Background: an optimization exercise with open tools, aiming at small area, a short achievable clock period and few clock cycles per item. Do not read the settings as production practice.
Where RTL was checked, it was by simulation tests only, not by an equivalence proof against the original.
Power figures rest on the tool's default switching activity, not on a simulated workload.

lane 1:
==> flow/design.v (excerpt) <==
module ansi_escape_sgr_parser #(
    parameter int QD = 3         
) (
    input  logic                  aclk,
    input  logic                  aresetn,
    input  logic                  cfg_wr_en,
    input  logic [CFG_IDX_W-1:0]  cfg_index,
    input  logic [CFG_DATA_W-1:0] cfg_wr_data,
    input  logic                  s_valid,
    output logic                  s_ready,
    input  logic [7:0]            s_byte_in,
    output logic                  m_valid,
    input  logic                  m_ready,
    output logic [1:0]            m_result_kind,
    output logic [7:0]            m_char_code,
    output logic [23:0]           m_text_rgb,
    output logic [23:0]           m_back_rgb,
    output logic [1:0]            m_weight,
    output logic                  m_italic,
    output logic                  m_underline,
    output logic                  m_last
);
    logic [23:0] dflt_text, dflt_back;
    logic [1:0]  dflt_w;
  ...
Size in the first run: about 1100 cells after synthesis, ~200 flip-flops, ~110 I/O pins, roughly 0.0086 mm2 of cells after synthesis.
==> flow/config.mk <==
export PLATFORM = sky130hd
export DESIGN_NAME = ansi_escape_sgr_parser
export DESIGN_NICKNAME = ansi_escape_sgr_parser
export VERILOG_FILES = /design/flow/design.v
export SDC_FILE = /design/flow/constraint.sdc
export NUM_CORES = 4
export LEC_CHECK = 0
export ABC_AREA = 1
export CAP_MARGIN = 20
export CORE_MARGIN = 2
export CORE_UTILIZATION = 60
export CTS_CLUSTER_DIAMETER = 100
export CTS_CLUSTER_SIZE = 24
export SETUP_SLACK_MARGIN = 3.2
export SLEW_MARGIN = 20
export TNS_END_PERCENT = 0
==> flow/constraint.sdc <==
create_clock -name core_clock -period 5.0 [get_ports {aclk}]
set_input_delay 1.0000 -clock core_clock [delete_from_list [all_inputs] [get_ports {aclk}]]
set_output_delay 1.0000 -clock core_clock [all_outputs]
set_load 0.01 [all_outputs]
standard.sh (not shown) runs the stock make flow with config.mk's settings and CLKGATE_MAP_FILE= SYNTH_SCRIPT=/design/flow/synth_recipe.tcl, a recipe that flattens the netlist after the stock synthesis.
==> flow/flow/run.sh <==
#!/bin/bash
# Standard layout, with the port buffers made from a plain buffer cell.
set -euo pipefail
export BUFFER_PORTS_ARGS="-buffer_cell sky130_fd_sc_hd__buf_2"
bash standard.sh > standard.log 2>&1
> inputs changed (lane 1 -> lane 2)
--- a/flow/design.v
+++ b/flow/design.v
@@ -122,22 +122,22 @@
         if (c_dec[14]) pal = pal | 24'h00FFFF;
         if (c_dec[15]) pal = pal | 24'hFFFFFF;
     end
     logic       push, push2;
     logic [1:0] push_k;
     logic [7:0] push_c;
     logic       push_l;
     logic n_nrm, n_cr, n_esc, n_osc, n_csi, n_lf;
-    logic ld_pend_dflt, ld_pend_tok, ld_cur, cls_clr, cls_dig, cls_bad;
+    logic ld_pend_tok, ld_cur, cls_clr, cls_dig, cls_bad;
     always_comb begin
         n_nrm = m_nrm; n_cr = m_cr; n_esc = m_esc; n_osc = m_osc; n_csi = m_csi;
         n_lf  = lf;
         push  = 1'b0; push2 = 1'b0; push_k = KIND_TEXT; push_c = ib; push_l = 1'b1;
-        ld_pend_dflt = 1'b0; ld_pend_tok = 1'b0; ld_cur = 1'b0;
+        ld_pend_tok = 1'b0; ld_cur = 1'b0;
         cls_clr = 1'b0; cls_dig = 1'b0; cls_bad = 1'b0;
         if (m_nrm) begin
             if (is_esc) begin
                 n_lf = 1'b0; n_nrm = 1'b0; n_esc = 1'b1;
             end else if (is_cr) begin
                 n_nrm = 1'b0; n_cr = 1'b1;
             end else begin
                 push = 1'b1;
@@ -150,17 +150,17 @@
             if (is_lf) begin
                 push2 = 1'b1; push_c = CHAR_CR; push_l = 1'b0; n_lf = 1'b1;
             end else begin
                 push2 = lf; push_k = KIND_ERASE; push_c = 8'd0; push_l = ~lf;
             end
         end
         if (m_esc) begin
             if (is_lbrk) begin
-                n_esc = 1'b0; n_csi = 1'b1; ld_pend_dflt = 1'b1; cls_clr = 1'b1;
+                n_esc = 1'b0; n_csi = 1'b1; cls_clr = 1'b1;
             end else if (is_rbrk) begin
                 n_esc = 1'b0; n_osc = 1'b1;
             end
         end
         if (m_osc) begin
             if (is_bel) begin
                 n_osc = 1'b0; n_nrm = 1'b1;
             end
Results
Lane 2 reached the final stage; the timing, DRC and antenna checks on its layout passed. Min met3 routing resource usage after global routing across lane 1 and lane 2: lane 1. Lane 2 reports a higher number of nets in the layout than lane 1 does. Portion of total power attributed to sequential cells in lane 2 is 0.7 points lower than in lane 1. Per the comparison of lane 2 with lane 1, simple-gate area share of the yosys netlist neither gained nor lost much; maximum number of pins on one net before global-route repair picked up an extra 7.
Testbench counts of lane 2, summed over its fixed seeds: cycles 25,466, items 24,000.
For lane 1, only the layout was checked, not whether the RTL still works.

========
== job 101 ==
The RTL this note starts from:
==> flow/design.v <==
package asgr_pkg;
    localparam logic [7:0] CHAR_BEL  = 8'h07;
    localparam logic [7:0] CHAR_LF   = 8'h0A;
    localparam logic [7:0] CHAR_CR   = 8'h0D;
    localparam logic [7:0] CHAR_ESC  = 8'h1B;
    localparam logic [7:0] CHAR_SEMI = 8'h3B;
    localparam logic [7:0] CHAR_LBRK = 8'h5B;
    localparam logic [7:0] CHAR_RBRK = 8'h5D;
    localparam logic [7:0] CHAR_SGR  = 8'h6D;   
    localparam logic [1:0] KIND_TEXT  = 2'd0;
    localparam logic [1:0] KIND_ERASE = 2'd1;
    localparam logic [1:0] KIND_STYLE = 2'd2;
    localparam int CFG_IDX_W  = 3;
    localparam int CFG_DATA_W = 24;
    localparam logic [51:0] RESET_STYLE = {24'hCCCCCC, 24'h000000, 2'd0, 1'b0, 1'b0};
endpackage
import asgr_pkg::*;
module ansi_escape_sgr_parser #(
    parameter int QD = 3         
) (
    input  logic                  aclk,
    input  logic                  aresetn,
    input  logic                  cfg_wr_en,
    input  logic [CFG_IDX_W-1:0]  cfg_index,
    input  logic [CFG_DATA_W-1:0] cfg_wr_data,
    input  logic                  s_valid,
    output logic                  s_ready,
    input  logic [7:0]            s_byte_in,
    output logic                  m_valid,
    input  logic                  m_ready,
    output logic [1:0]            m_result_kind,
    output logic [7:0]            m_char_code,
    output logic [23:0]           m_text_rgb,
    output logic [23:0]           m_back_rgb,
    output logic [1:0]            m_weight,
    output logic                  m_italic,
    output logic                  m_underline,
    output logic                  m_last
);
    logic [23:0] dflt_text, dflt_back;
    logic [1:0]  dflt_w;
    logic        dflt_i, dflt_u;
    always_ff @(posedge aclk) begin
        if (!aresetn) begin
            {dflt_text, dflt_back, dflt_w, dflt_i, dflt_u} <= RESET_STYLE;
        end else if (cfg_wr_en) begin
            case (cfg_index)
                3'd0: dflt_text <= cfg_wr_data[23:0];
                3'd1: dflt_back <= cfg_wr_data[23:0];
                3'd2: dflt_w    <= cfg_wr_data[1:0];
                3'd3: dflt_i    <= cfg_wr_data[0];
                3'd4: dflt_u    <= cfg_wr_data[0];
                default: ;
            endcase
        end
    end
    logic [7:0] ib;
    logic       ib_m;
    assign ib   = s_byte_in;
    assign ib_m = (s_byte_in == CHAR_SGR);
    logic m_nrm, m_cr, m_esc, m_osc, m_csi;    
    logic lf;
    logic c_emp, c_zero, c_one, c_two, c_three, c_four, c_nine, c_ten, c_fg, c_bg;
    logic [3:0] c_idx;
    logic [23:0] pend_text, pend_back, cur_text, cur_back;
    logic [1:0]  pend_w, cur_w;
    logic        pend_i, pend_u, cur_i, cur_u;
    logic [QD-1:0] qv;
    logic [1:0]    qk [QD];          
    logic          qp [QD];          
    logic [7:0]    qc [QD];
    logic [1:0]    q0_kind;          
    logic [7:0]    q0_char, q0_sec;
    logic          q0_last;
    logic deq, proc, rdy;
    assign deq     = qv[0] & m_ready & q0_last;
    assign s_ready = rdy;
    assign proc    = s_valid & rdy;
    logic is_lf, is_cr, is_esc, is_lbrk, is_rbrk, is_bel, is_semi, is_digit, is_final;
    assign is_lf    = (ib == CHAR_LF);
    assign is_cr    = (ib == CHAR_CR);
    assign is_esc   = (ib == CHAR_ESC);
    assign is_lbrk  = (ib == CHAR_LBRK);
    assign is_rbrk  = (ib == CHAR_RBRK);
    assign is_bel   = (ib == CHAR_BEL);
    assign is_semi  = (ib == CHAR_SEMI);
    assign is_digit = (ib[7:4] == 4'h3) && (ib[3:0] <= 4'd9);
    assign is_final = (ib >= 8'h41 && ib <= 8'h48) || ib == 8'h4A || ib == 8'h4B ||
                      ib == 8'h53 || ib == 8'h54 || ib == 8'h66 || ib == 8'h69 ||
                      ib == 8'h6E || ib == 8'h75 || ib == 8'h73;
    logic [23:0] tok_text, tok_back;
    logic [1:0]  tok_w;
    logic        tok_i, tok_u;
    logic [23:0] pal;
    logic [15:0] c_dec;
    assign c_dec = 16'd1 << c_idx;
    always_comb begin
        pal = '0;
        if (c_dec[0]) pal = pal | 24'h010101;
        if (c_dec[1]) pal = pal | 24'hDE382B;
        if (c_dec[2]) pal = pal | 24'h39B54A;
        if (c_dec[3]) pal = pal | 24'hFFC706;
        if (c_dec[4]) pal = pal | 24'h006FB8;
        if (c_dec[5]) pal = pal | 24'h762671;
        if (c_dec[6]) pal = pal | 24'h2CB5E9;
        if (c_dec[7]) pal = pal | 24'hCCCCCC;
        if (c_dec[8]) pal = pal | 24'h808080;
        if (c_dec[9]) pal = pal | 24'hFF0000;
        if (c_dec[10]) pal = pal | 24'h00FF00;
        if (c_dec[11]) pal = pal | 24'hFFFF00;
        if (c_dec[12]) pal = pal | 24'h0000FF;
        if (c_dec[13]) pal = pal | 24'hFF00FF;
        if (c_dec[14]) pal = pal | 24'h00FFFF;
        if (c_dec[15]) pal = pal | 24'hFFFFFF;
    end
    assign tok_text = c_zero ? dflt_text : c_fg ? pal : pend_text;
    assign tok_back = c_zero ? dflt_back : c_bg ? pal : pend_back;
    assign tok_w    = c_zero ? dflt_w : c_one ? 2'd1 : c_two ? 2'd2 : pend_w;
    assign tok_i    = c_zero ? dflt_i : (c_three | pend_i);
    assign tok_u    = c_zero ? dflt_u : (c_four | pend_u);
    logic       push;
    logic [1:0] push_k;
    logic       push_p;
    logic [7:0] push_c;
    logic n_nrm, n_cr, n_esc, n_osc, n_csi, n_lf;
    logic ld_pend_dflt, ld_pend_tok, ld_cur, cls_clr, cls_dig, cls_bad;
    always_comb begin
        n_nrm = m_nrm; n_cr = m_cr; n_esc = m_esc; n_osc = m_osc; n_csi = m_csi;
        n_lf  = lf;
        push  = 1'b0; push_k = KIND_TEXT; push_p = 1'b0; push_c = ib;
        ld_pend_dflt = 1'b0; ld_pend_tok = 1'b0; ld_cur = 1'b0;
        cls_clr = 1'b0; cls_dig = 1'b0; cls_bad = 1'b0;
        if (m_nrm) begin
            if (is_esc) begin
                n_lf = 1'b0; n_nrm = 1'b0; n_esc = 1'b1;
            end else if (is_cr) begin
                n_nrm = 1'b0; n_cr = 1'b1;
            end else begin
                push = 1'b1;
                if (is_lf) n_lf = 1'b1;
            end
        end
        if (m_cr) begin
            n_cr = 1'b0; n_nrm = 1'b1;
            push = 1'b1;
            if (is_lf) begin
                push_p = 1'b1; n_lf = 1'b1;
            end else if (lf) begin
                push_k = KIND_ERASE; push_p = 1'b1;
            end else begin
                push_k = KIND_ERASE; push_c = 8'd0;
            end
        end
        if (m_esc) begin
            if (is_lbrk) begin
                n_esc = 1'b0; n_csi = 1'b1; ld_pend_dflt = 1'b1; cls_clr = 1'b1;
            end else if (is_rbrk) begin
                n_esc = 1'b0; n_osc = 1'b1;
            end
        end
        if (m_osc) begin
            if (is_bel) begin
                n_osc = 1'b0; n_nrm = 1'b1;
            end
        end
        if (m_csi) begin
            if (is_final) begin
                n_csi = 1'b0; n_nrm = 1'b1;
            end else if (ib_m) begin
                n_csi = 1'b0; n_nrm = 1'b1; ld_cur = 1'b1;
                push = 1'b1; push_k = KIND_STYLE; push_c = 8'd0;
            end else if (is_semi) begin
                ld_pend_tok = 1'b1; cls_clr = 1'b1;
            end else if (is_digit) begin
                cls_dig = 1'b1;
            end else begin
                cls_bad = 1'b1;
            end
        end
    end
    always_ff @(posedge aclk) begin
        if (!aresetn) begin
            m_nrm <= 1'b1; m_cr <= 1'b0; m_esc <= 1'b0; m_osc <= 1'b0; m_csi <= 1'b0;
            lf    <= 1'b0;
            {cur_text, cur_back, cur_w, cur_i, cur_u} <= RESET_STYLE;
        end else if (proc) begin
            m_nrm <= n_nrm; m_cr <= n_cr; m_esc <= n_esc; m_osc <= n_osc; m_csi <= n_csi;
            lf    <= n_lf;
            if (ld_cur) begin
                cur_text <= tok_text; cur_back <= tok_back;
                cur_w <= tok_w; cur_i <= tok_i; cur_u <= tok_u;
            end
        end
    end
    always_ff @(posedge aclk) begin
        if (proc) begin
            if (ld_pend_dflt) begin
                pend_text <= dflt_text; pend_back <= dflt_back;
                pend_w <= dflt_w; pend_i <= dflt_i; pend_u <= dflt_u;
            end else if (ld_pend_tok) begin
                pend_text <= tok_text; pend_back <= tok_back;
                pend_w <= tok_w; pend_i <= tok_i; pend_u <= tok_u;
            end
            if (cls_clr) begin
                {c_emp, c_zero, c_one, c_two, c_three, c_four, c_nine, c_ten, c_fg, c_bg}
                    <= 10'b10_0000_0000;
            end else if (cls_bad) begin
                {c_emp, c_zero, c_one, c_two, c_three, c_four, c_nine, c_ten, c_fg, c_bg}
                    <= 10'b0;
            end else if (cls_dig) begin
                c_emp   <= 1'b0;
                c_zero  <= (c_emp | c_zero) & (ib[3:0] == 4'd0);
                c_one   <= (c_emp | c_zero) & (ib[3:0] == 4'd1);
                c_two   <= (c_emp | c_zero) & (ib[3:0] == 4'd2);
                c_three <= (c_emp | c_zero) & (ib[3:0] == 4'd3);
                c_four  <= (c_emp | c_zero) & (ib[3:0] == 4'd4);
                c_nine  <= (c_emp | c_zero) & (ib[3:0] == 4'd9);
                c_ten   <= c_one & (ib[3:0] == 4'd0);
                c_fg    <= (c_three | c_nine) & ~ib[3];
                c_bg    <= (c_four | c_ten) & ~ib[3];
                c_idx   <= {c_nine | c_ten, ib[2:0]};
            end
        end
    end
    logic          pop;
    logic          dopush;
    logic [QD:0]   va;             
    logic [QD-1:0] wr;
    logic [QD-1:0] qvn;
    assign pop    = qv[0] & m_ready;
    assign dopush = proc & push;
    always_comb begin
        for (int i = 0; i <= QD; i++) begin
            if (i == QD)          va[i] = 1'b0;
            else if (deq)         va[i] = (i + 1 < QD) ? qv[(i + 1) % QD] : 1'b0;
            else                  va[i] = qv[i];
        end
        for (int i = 0; i < QD; i++) begin
            wr[i]  = dopush & ~va[i] & (i == 0 || va[(i + QD - 1) % QD]);
            qvn[i] = va[i] | wr[i];
        end
    end
    logic nm_nrm, nm_cr, nm_esc, nm_osc, nm_csi;
    assign nm_nrm = proc ? n_nrm : m_nrm;
    assign nm_cr  = proc ? n_cr  : m_cr;
    assign nm_esc = proc ? n_esc : m_esc;
    assign nm_osc = proc ? n_osc : m_osc;
    assign nm_csi = proc ? n_csi : m_csi;
    always_ff @(posedge aclk) begin
        if (!aresetn) begin
            qv  <= '0;
            rdy <= 1'b1;
        end else begin
            qv  <= qvn;
            rdy <= nm_esc | nm_osc | (nm_csi & ~qvn[0]) | ((nm_nrm | nm_cr) & ~qvn[QD-1]);
        end
    end
    always_ff @(posedge aclk) begin
        for (int i = 1; i < QD; i++) begin
            if (wr[i]) begin
                qk[i] <= push_k; qp[i] <= push_p; qc[i] <= push_c;
            end else if (deq) begin
                if (i + 1 < QD) begin
                    qk[i] <= qk[(i + 1) % QD]; qp[i] <= qp[(i + 1) % QD]; qc[i] <= qc[(i + 1) % QD];
                end
            end
        end
    end
    logic [1:0] h_k;
    logic       h_p;
    logic [7:0] h_c;
    always_comb begin
        if (wr[0]) begin
            h_k = push_k; h_p = push_p; h_c = push_c;
        end else begin
            h_k = qk[1 % QD]; h_p = qp[1 % QD]; h_c = qc[1 % QD];
        end
    end
    always_ff @(posedge aclk) begin
        if (wr[0] | deq) begin
            q0_kind <= h_k;
            q0_last <= ~h_p;
            q0_char <= h_p ? {4'b0, h_k == KIND_TEXT, h_k == KIND_TEXT, 1'b0, h_k == KIND_TEXT} : h_c;
            q0_sec  <= h_c;
        end else if (pop) begin
            q0_kind <= KIND_TEXT;
            q0_last <= 1'b1;
            q0_char <= q0_sec;
        end
    end
    assign m_valid       = qv[0];
    assign m_result_kind = q0_kind;
    assign m_char_code   = q0_char;
    assign m_last        = q0_last;
    assign m_text_rgb    = cur_text;
    assign m_back_rgb    = cur_back;
    assign m_weight      = cur_w;
    assign m_italic      = cur_i;
    assign m_underline   = cur_u;
endmodule
Settings: LEC_CHECK=0, ABC_AREA=1, CAP_MARGIN=20, CORE_MARGIN=2, CORE_UTILIZATION=40, SETUP_SLACK_MARGIN=2.5, SLEW_MARGIN=20; clock period 5.0 ns.
run.sh (not shown) runs the stock make flow with config.mk's settings and CLKGATE_MAP_FILE= SYNTH_SCRIPT=/design/flow/synth_recipe.tcl, a recipe that flattens the netlist after the stock synthesis.
Stock flow here: none of the scripts above is used.
## Diff of input files: job 102 against job 101
--- a/flow/design.v
+++ b/flow/design.v
@@ -58,12 +58,25 @@
     logic       ib_m;
     assign ib   = s_byte_in;
     assign ib_m = (s_byte_in == CHAR_SGR);
     logic m_nrm, m_cr, m_esc, m_osc, m_csi;    
     logic lf;
-    logic c_emp, c_zero, c_one, c_two, c_three, c_four, c_nine, c_ten, c_fg, c_bg;
+    localparam logic [3:0] C_EMPTY = 4'd5;
+    localparam logic [3:0] C_OTHER = 4'd6;
+    logic [1:0] c_col;
     logic [3:0] c_idx;
+    logic c_emp, c_zero, c_one, c_two, c_three, c_four, c_nine, c_ten, c_fg, c_bg;
+    assign c_fg    = c_col[0];
+    assign c_bg    = c_col[1];
+    assign c_emp   = (c_col == 2'd0) && (c_idx == C_EMPTY);
+    assign c_zero  = (c_col == 2'd0) && (c_idx == 4'd0);
+    assign c_one   = (c_col == 2'd0) && (c_idx == 4'd1);
+    assign c_two   = (c_col == 2'd0) && (c_idx == 4'd2);
+    assign c_three = (c_col == 2'd0) && (c_idx == 4'd3);
+    assign c_four  = (c_col == 2'd0) && (c_idx == 4'd4);
+    assign c_nine  = (c_col == 2'd0) && (c_idx == 4'd9);
+    assign c_ten   = (c_col == 2'd0) && (c_idx == 4'd10);
     logic [23:0] pend_text, pend_back, cur_text, cur_back;
     logic [1:0]  pend_w, cur_w;
     logic        pend_i, pend_u, cur_i, cur_u;
     logic [QD-1:0] qv;
     logic [1:0]    qk [QD];          
@@ -200,27 +213,25 @@
             end else if (ld_pend_tok) begin
                 pend_text <= tok_text; pend_back <= tok_back;
                 pend_w <= tok_w; pend_i <= tok_i; pend_u <= tok_u;
             end
             if (cls_clr) begin
-                {c_emp, c_zero, c_one, c_two, c_three, c_four, c_nine, c_ten, c_fg, c_bg}
-                    <= 10'b10_0000_0000;
+                c_col <= 2'd0; c_idx <= C_EMPTY;
             end else if (cls_bad) begin
-                {c_emp, c_zero, c_one, c_two, c_three, c_four, c_nine, c_ten, c_fg, c_bg}
-                    <= 10'b0;
+                c_col <= 2'd0; c_idx <= C_OTHER;
             end else if (cls_dig) begin
-                c_emp   <= 1'b0;
-                c_zero  <= (c_emp | c_zero) & (ib[3:0] == 4'd0);
-                c_one   <= (c_emp | c_zero) & (ib[3:0] == 4'd1);
-                c_two   <= (c_emp | c_zero) & (ib[3:0] == 4'd2);
-                c_three <= (c_emp | c_zero) & (ib[3:0] == 4'd3);
-                c_four  <= (c_emp | c_zero) & (ib[3:0] == 4'd4);
-                c_nine  <= (c_emp | c_zero) & (ib[3:0] == 4'd9);
-                c_ten   <= c_one & (ib[3:0] == 4'd0);
-                c_fg    <= (c_three | c_nine) & ~ib[3];
-                c_bg    <= (c_four | c_ten) & ~ib[3];
-                c_idx   <= {c_nine | c_ten, ib[2:0]};
+                if (c_emp | c_zero) begin
+                    c_col <= 2'd0;
+                    c_idx <= (ib[3:0] >= 4'd5 && ib[3:0] <= 4'd8) ? C_OTHER : ib[3:0];
+                end else if (c_one & (ib[3:0] == 4'd0)) begin
+                    c_col <= 2'd0; c_idx <= 4'd10;
+                end else if ((c_three | c_nine | c_four | c_ten) & ~ib[3]) begin
+                    c_col <= {c_four | c_ten, c_three | c_nine};
+                    c_idx <= {c_nine | c_ten, ib[2:0]};
+                end else begin
+                    c_col <= 2'd0; c_idx <= C_OTHER;
+                end
             end
         end
     end
     logic          pop;
     logic          dopush;
## What came out
Relative to job 101, number of iterations in the first detailed-routing pass has increased by 1 in job 102.
Looking only at final area, and setting everything else aside, the higher value of job 101 and job 102 goes to job 101.
Side by side, routed via count divided by cell count turned out lower in job 102 than in job 101.
Diff job 102..job 101 | clock power | negligible
Compared with job 101, job 102 shows setup slack higher by 0.039 ns.
Job 102 ended up with a higher transition time at the pin with the least slew margin than job 101 did.
| chip width | job 102 vs job 101 | 0.57% lower |
For multi-input logic cell count, dividing the value from job 102 by the value from job 101 gives 1.07.
No functional check of the RTL was part of any run of this note.

==> static timing again, ports no longer ideal <==
No port has a modelled driver above. Below, the same layouts with a new extraction and two added sets of constraints. Step 1: set_driving_cell puts a clkbuf_16 on aclk and a buf_2 on each other input, an assumption about the parent block. Step 2, shift: input delay + t, output delay - t, t = (earliest + latest rising clock arrival at the registers) / 2. This alone moves slack from input paths to output paths. a / b / c = no drivers / after step 1 / after step 2; a / b = the first two.
| run | shift t [ns] | setup slack, ns | hold WS [ns] | clock arrival spread, ns | worst data-port slew with drivers (ns) |
|---|---|---|---|---|---|
| lane 1 | 0.510 | 2.989 / 2.944 / 2.464 | 0.453 / 0.453 / 0.453 | 0.018 / 0.017 | 0.06 |
| lane 2 | 0.504 | 3.005 / 2.972 / 2.482 | 0.452 / 0.452 / 0.452 | 0.013 / 0.013 | 0.06 |
| job 101 | 0.565 | 2.507 / 2.461 / 2.022 | 0.475 / 0.475 / 0.475 | 0.019 / 0.019 | 0.07 |
| job 102 | 0.562 | 2.547 / 2.499 / 1.993 | 0.465 / 0.465 / 0.465 | 0.016 / 0.016 | 0.04 |
After both steps every run listed still meets setup and hold. The setup slack of job 102, which loses most, moves by -0.048 ns with the drivers and by -0.554 ns with both steps.
